What follows belongs to an exercise in optimizing a design on an open flow for small area; a production flow would make more cautious choices. In this exercise RTL edits were held to simulation tests only and were not proved equivalent to the original. Power and IR drop assume default switching activity.

== before ==
==> flow/design.v <==
module ats_timer_array #(
    parameter int unsigned NUM_CLOCKS = 16,
    parameter int unsigned NUM_ALARMS = 24,
    parameter int unsigned CNT_W      = 16,
    parameter int unsigned PULSE_LEN  = 2
) (
    input  logic                  clk,
    input  logic                  reset,
    input  logic                  cmd_valid,
    output logic                  cmd_ready,
    input  logic [31:0]           cmd_data,
    output logic                  rsp_valid,
    output logic                  rsp_ack,
    output logic [NUM_ALARMS-1:0] alarm_pulse,
    output logic [NUM_ALARMS-1:0] alarm_pending,
    input  logic [NUM_ALARMS-1:0] pend_clr,
    output logic                  irq
);
    localparam int NC = 16;
    localparam int NA = 24;
    localparam int W  = 16;
    localparam logic [2:0] OP_NOP     = 3'b000;
    localparam logic [2:0] OP_SET_CLK = 3'b001;
    localparam logic [2:0] OP_CLK_EN  = 3'b010;
    localparam logic [2:0] OP_MODE    = 3'b011;
    localparam logic [2:0] OP_SET_ALM = 3'b101;
    localparam logic [2:0] OP_SET_TMR = 3'b110;
    localparam logic [2:0] OP_ALM_EN  = 3'b111;
    logic [2:0]   pre;
    logic         active, clk_lock, alm_lock;
    logic [W-1:0] cnt   [NC];
    logic [1:0]   rate  [NC];
    logic [NC-1:0] clk_en;
    logic [W-1:0] dst  [NA];
    logic [3:0]   aclk  [NA];
    logic [NA-1:0] alm_en, alm_rep, pc;
    logic [NA-1:0] pend;          
    logic         wl_q;           
    logic         rst_q;          
    logic [4:0]   wl_alm;         
    logic [W-1:0] xd;
    logic [2:0]   op;
    logic [3:0]   c_idx, ref_clk;
    logic [4:0]   a_idx;
    logic [W-1:0] cmd_val;
    logic         cmd_ok, cmd_acc, cmd_do;
    assign op      = cmd_data[31:29];
    assign c_idx   = cmd_data[28:25];
    assign a_idx   = cmd_data[28:24];
    assign ref_clk = cmd_data[19:16];
    assign cmd_val = cmd_data[W-1:0];
    assign cmd_acc = cmd_valid && cmd_ready;
    assign cmd_do  = cmd_acc && cmd_ok && !reset;
    logic a_idx_ok;
    assign a_idx_ok = (a_idx < 5'd24);
    always_comb begin
        case (op)
            OP_NOP, OP_MODE:       cmd_ok = 1'b1;
            OP_SET_CLK, OP_CLK_EN: cmd_ok = !clk_lock;
            OP_SET_TMR:            cmd_ok = a_idx_ok && !alm_lock && (cmd_val != '0);
            OP_SET_ALM, OP_ALM_EN: cmd_ok = a_idx_ok && !alm_lock;
            default:               cmd_ok = 1'b0;
        endcase
    end
    logic do_setclk, do_clken, do_mode, do_alm, do_almld;
    assign do_setclk = cmd_do && (op == OP_SET_CLK);
    assign do_clken  = cmd_do && (op == OP_CLK_EN);
    assign do_mode   = cmd_do && (op == OP_MODE);
    assign do_alm    = cmd_do && op[2];
    assign do_almld  = do_alm && (op[1:0] != 2'b11);
    logic [2:0]    pre_d;
    logic          active_d;
    logic [3:0]    tick_d;
    logic [1:0]    rate_d [NC];
    logic [NC-1:0] clk_step, clk_set, en_d, step_d;
    assign pre_d    = reset ? 3'd0 : (active ? pre + 3'd1 : pre);
    assign active_d = reset || (do_mode ? cmd_data[28] : active);
    assign tick_d   = {&pre_d, &pre_d[1:0], pre_d[0], 1'b1};
    always_comb begin
        for (int c = 0; c < NC; c++) begin
            clk_set[c] = do_setclk && (c_idx == 4'(c));
            if (reset) begin
                rate_d[c] = '0;
                en_d[c]   = 1'b0;
            end else if (clk_set[c]) begin
                rate_d[c] = cmd_data[23:22];
                en_d[c]   = 1'b1;
            end else begin
                rate_d[c] = rate[c];
                en_d[c]   = (do_clken && (c_idx == 4'(c))) ? cmd_data[23] : clk_en[c];
            end
            step_d[c] = active_d && en_d[c] && tick_d[rate_d[c]];
        end
    end
    logic [3:0]   msel;
    logic [W-1:0] mcnt, sub_b, x, xr;
    logic         x_cin;
    assign msel  = op[2] ? ref_clk : c_idx;
    always_comb begin
        mcnt = '0;
        for (int c = 0; c < NC; c++)
            if (msel == 4'(c)) mcnt = cnt[c];
    end
    assign sub_b = (op[2:1] == 2'b11) ? '0 : mcnt;
    assign x_cin = !clk_step[msel];
    assign x     = cmd_val + ~sub_b + W'(x_cin);
    assign xr    = reset ? '0 : (op[2] ? x : ~x);
    logic [NA-1:0] fire, wr;
    for (genvar i = 0; i < NA; i++) begin : g_alm
        logic         st, ld, pw, pa, zero;
        logic [W:0]   cy;
        logic [W-1:0] opa, opb, sum;
        assign st    = clk_step[aclk[i]];
        assign pw    = rst_q || (wl_q && (wl_alm == 5'(i)));
        assign pa    = pw || pend[i];
        assign ld    = do_setclk && (aclk[i] == c_idx);
        assign wr[i] = do_alm && (a_idx == 5'(i));
        assign cy[0] = !st;
        for (genvar b = 0; b < W; b++) begin : g_fa
            assign opa[b]  = dst[i][b] || pw;
            assign opb[b]  = xd[b] || !pa;
            assign sum[b]  = opa[b] ^ opb[b] ^ cy[b];
            assign cy[b+1] = (opa[b] & opb[b]) | (cy[b] & (opa[b] ^ opb[b]));
        end
        assign zero    = (sum == '0);
        assign fire[i] = alm_en[i] && st && !ld && !wr[i] && zero;
        always_ff @(posedge clk) begin
            dst[i] <= sum;
            if (reset) begin
                aclk[i]    <= '0;
                alm_en[i]  <= 1'b0;
                alm_rep[i] <= 1'b0;
            end else if (wr[i]) begin
                if (op[1:0] != 2'b11) begin
                    aclk[i]    <= ref_clk;
                    alm_en[i]  <= 1'b1;
                    alm_rep[i] <= !op[1] && cmd_data[23];
                end else begin
                    alm_en[i]  <= cmd_data[23];
                end
            end else if (fire[i] && !alm_rep[i]) begin
                alm_en[i] <= 1'b0;
            end
            pc[i]          <= !reset && fire[i];
            pend[i]        <= ld;
            alarm_pulse[i] <= !reset && (fire[i] || (pc[i] && !wr[i]));
            if (reset)              alarm_pending[i] <= 1'b0;
            else if (fire[i])       alarm_pending[i] <= 1'b1;
            else if (pend_clr[i])   alarm_pending[i] <= 1'b0;
        end
    end
    logic [W-1:0] valr;
    assign valr = reset ? '0 : cmd_val;
    for (genvar c = 0; c < NC; c++) begin : g_clk
        logic [W:0]   ic;
        logic [W-1:0] inc;
        assign ic[0] = clk_step[c];
        for (genvar b = 0; b < W; b++) begin : g_inc
            assign inc[b]  = cnt[c][b] ^ ic[b];
            assign ic[b+1] = cnt[c][b] & ic[b];
        end
        always_ff @(posedge clk) begin
            cnt[c]      <= (reset || clk_set[c]) ? valr : inc;
            rate[c]     <= rate_d[c];
            clk_en[c]   <= en_d[c];
            clk_step[c] <= step_d[c];
        end
    end
    always_ff @(posedge clk) begin
        pre    <= pre_d;
        active <= active_d;
        if (reset) begin
            clk_lock  <= 1'b0;
            alm_lock  <= 1'b0;
            cmd_ready <= 1'b0;
            rsp_valid <= 1'b0;
            rsp_ack   <= 1'b0;
        end else begin
            cmd_ready <= 1'b1;
            rsp_valid <= cmd_acc;
            rsp_ack   <= cmd_acc && cmd_ok;
            if (do_mode) begin
                clk_lock <= cmd_data[27];
                alm_lock <= cmd_data[26];
            end
        end
        wl_alm <= a_idx;
        rst_q  <= reset;
        wl_q   <= do_almld;
        xd     <= xr;
    end
    assign irq = |alarm_pending;
endmodule
Settings: LEC_CHECK=0, ABC_AREA=1, CAP_MARGIN=20, CORE_MARGIN=2, CORE_UTILIZATION=20, PLACE_DENSITY=0.28, SLEW_MARGIN=20; clock period 9.0 ns.
run.sh (not shown) runs the stock make flow with config.mk's settings and CLKGATE_MAP_FILE= SYNTH_SCRIPT=/design/flow/synth_recipe.tcl, a recipe that flattens the netlist after the stock synthesis.
before did not stop at any stage, and its layout met the timing, design-rule and antenna checks.
Changes in after relative to before:
-- flow/design.v --
<<< before, line 69
    assign do_alm    = cmd_do && op[2];
    assign do_almld  = do_alm && (op[1:0] != 2'b11);
    logic [2:0]    pre_d;
    logic          active_d;
    logic [3:0]    tick_d;
    logic [1:0]    rate_d [NC];
    logic [NC-1:0] clk_step, clk_set, en_d, step_d;
    assign pre_d    = reset ? 3'd0 : (active ? pre + 3'd1 : pre);
    assign active_d = reset || (do_mode ? cmd_data[28] : active);
    assign tick_d   = {&pre_d, &pre_d[1:0], pre_d[0], 1'b1};
    always_comb begin
        for (int c = 0; c < NC; c++) begin
            clk_set[c] = do_setclk && (c_idx == 4'(c));
            if (reset) begin
                rate_d[c] = '0;
                en_d[c]   = 1'b0;
            end else if (clk_set[c]) begin
                rate_d[c] = cmd_data[23:22];
                en_d[c]   = 1'b1;
            end else begin
                rate_d[c] = rate[c];
                en_d[c]   = (do_clken && (c_idx == 4'(c))) ? cmd_data[23] : clk_en[c];
            end
            step_d[c] = active_d && en_d[c] && tick_d[rate_d[c]];
        end
    end
>>> after, line 69
    assign do_alm    = cmd_do && op[2];
    assign do_almld  = do_alm && (op[1:0] != 2'b11);
    logic [3:0]    tick;
    logic [NC-1:0] clk_step, clk_set;
    assign tick = {&pre, &pre[1:0], pre[0], 1'b1};
    always_comb begin
        for (int c = 0; c < NC; c++) begin
            clk_step[c] = active && clk_en[c] && tick[rate[c]];
            clk_set[c]  = do_setclk && (c_idx == 4'(c));
        end
    end
<<< before, line 161
        end
        always_ff @(posedge clk) begin
            cnt[c]      <= (reset || clk_set[c]) ? valr : inc;
            rate[c]     <= rate_d[c];
            clk_en[c]   <= en_d[c];
            clk_step[c] <= step_d[c];
        end
    end
    always_ff @(posedge clk) begin
        pre    <= pre_d;
        active <= active_d;
        if (reset) begin
            clk_lock  <= 1'b0;
            alm_lock  <= 1'b0;
>>> after, line 146
        end
        always_ff @(posedge clk) begin
            cnt[c] <= (reset || clk_set[c]) ? valr : inc;
            if (reset) begin
                rate[c]   <= '0;
                clk_en[c] <= 1'b0;
            end else if (clk_set[c]) begin
                rate[c]   <= cmd_data[23:22];
                clk_en[c] <= 1'b1;
            end else if (do_clken && (c_idx == 4'(c))) begin
                clk_en[c] <= cmd_data[23];
            end
        end
    end
    always_ff @(posedge clk) begin
        if (reset) begin
            pre       <= '0;
            active    <= 1'b1;
            clk_lock  <= 1'b0;
            alm_lock  <= 1'b0;
<<< before, line 180
            rsp_valid <= cmd_acc;
            rsp_ack   <= cmd_acc && cmd_ok;
            if (do_mode) begin
                clk_lock <= cmd_data[27];
                alm_lock <= cmd_data[26];
>>> after, line 171
            rsp_valid <= cmd_acc;
            rsp_ack   <= cmd_acc && cmd_ok;
            if (active) pre <= pre + 3'd1;
            if (do_mode) begin
                active   <= cmd_data[28];
                clk_lock <= cmd_data[27];
                alm_lock <= cmd_data[26];
[summary]
Against before as the reference, after delivers a lower part of the power in the clock network. Diff before -> after | count of clock-buffer cells in the layout | down by a few percent. The via count was comparable across after and before. Number of cells upsized or downsized after cts for after: about 400% up relative to before. Per the comparison of after with before, share of final-layout standard cells stronger than drive strength 1 climbed 6.4 points, instance count of the mapped netlist dropped 83, met1 wire length dropped 0.91%. Comparing flip-flop and latch share of the layout cell area for after and before, the smaller number came from after. Share of the clock period used by the worst path: lower on before. From before to after the numbers moved as follows: sequential cell area fraction in the yosys report now sits lower, routed wire length per instance now sits higher, post-synthesis mux area share now sits at about the same level. after ended up with alm_en[13] as its last element of the critical path; before ended up with alm_en[10]. after falls short of before in peak clock frequency supported by timing.

==> what the ideal ports hide <==
No port has a modelled driver above. Below, the same layouts with a new extraction and two added sets of constraints. Step 1 sets driving cells, clkbuf_16 on the clock port and buf_2 on the other inputs (assumed; they add their load-dependent delay and slew). Step 2 times the ports against the registers' clock, not the clock port: input delays grow and output delays shrink by t, the midpoint of the rising clock arrivals with the driver on. a / b / c = ideal ports / drivers / drivers and shift; a / b = the first two.
run | t (ns) | slack for setup (ns) | worst setup path at the end
before | 0.861 | 0.433 / 0.433 / 0.433 | register to register
after | 0.865 | 0.165 / 0.165 / 0.165 | register to register
After both steps every run listed still meets setup and hold.
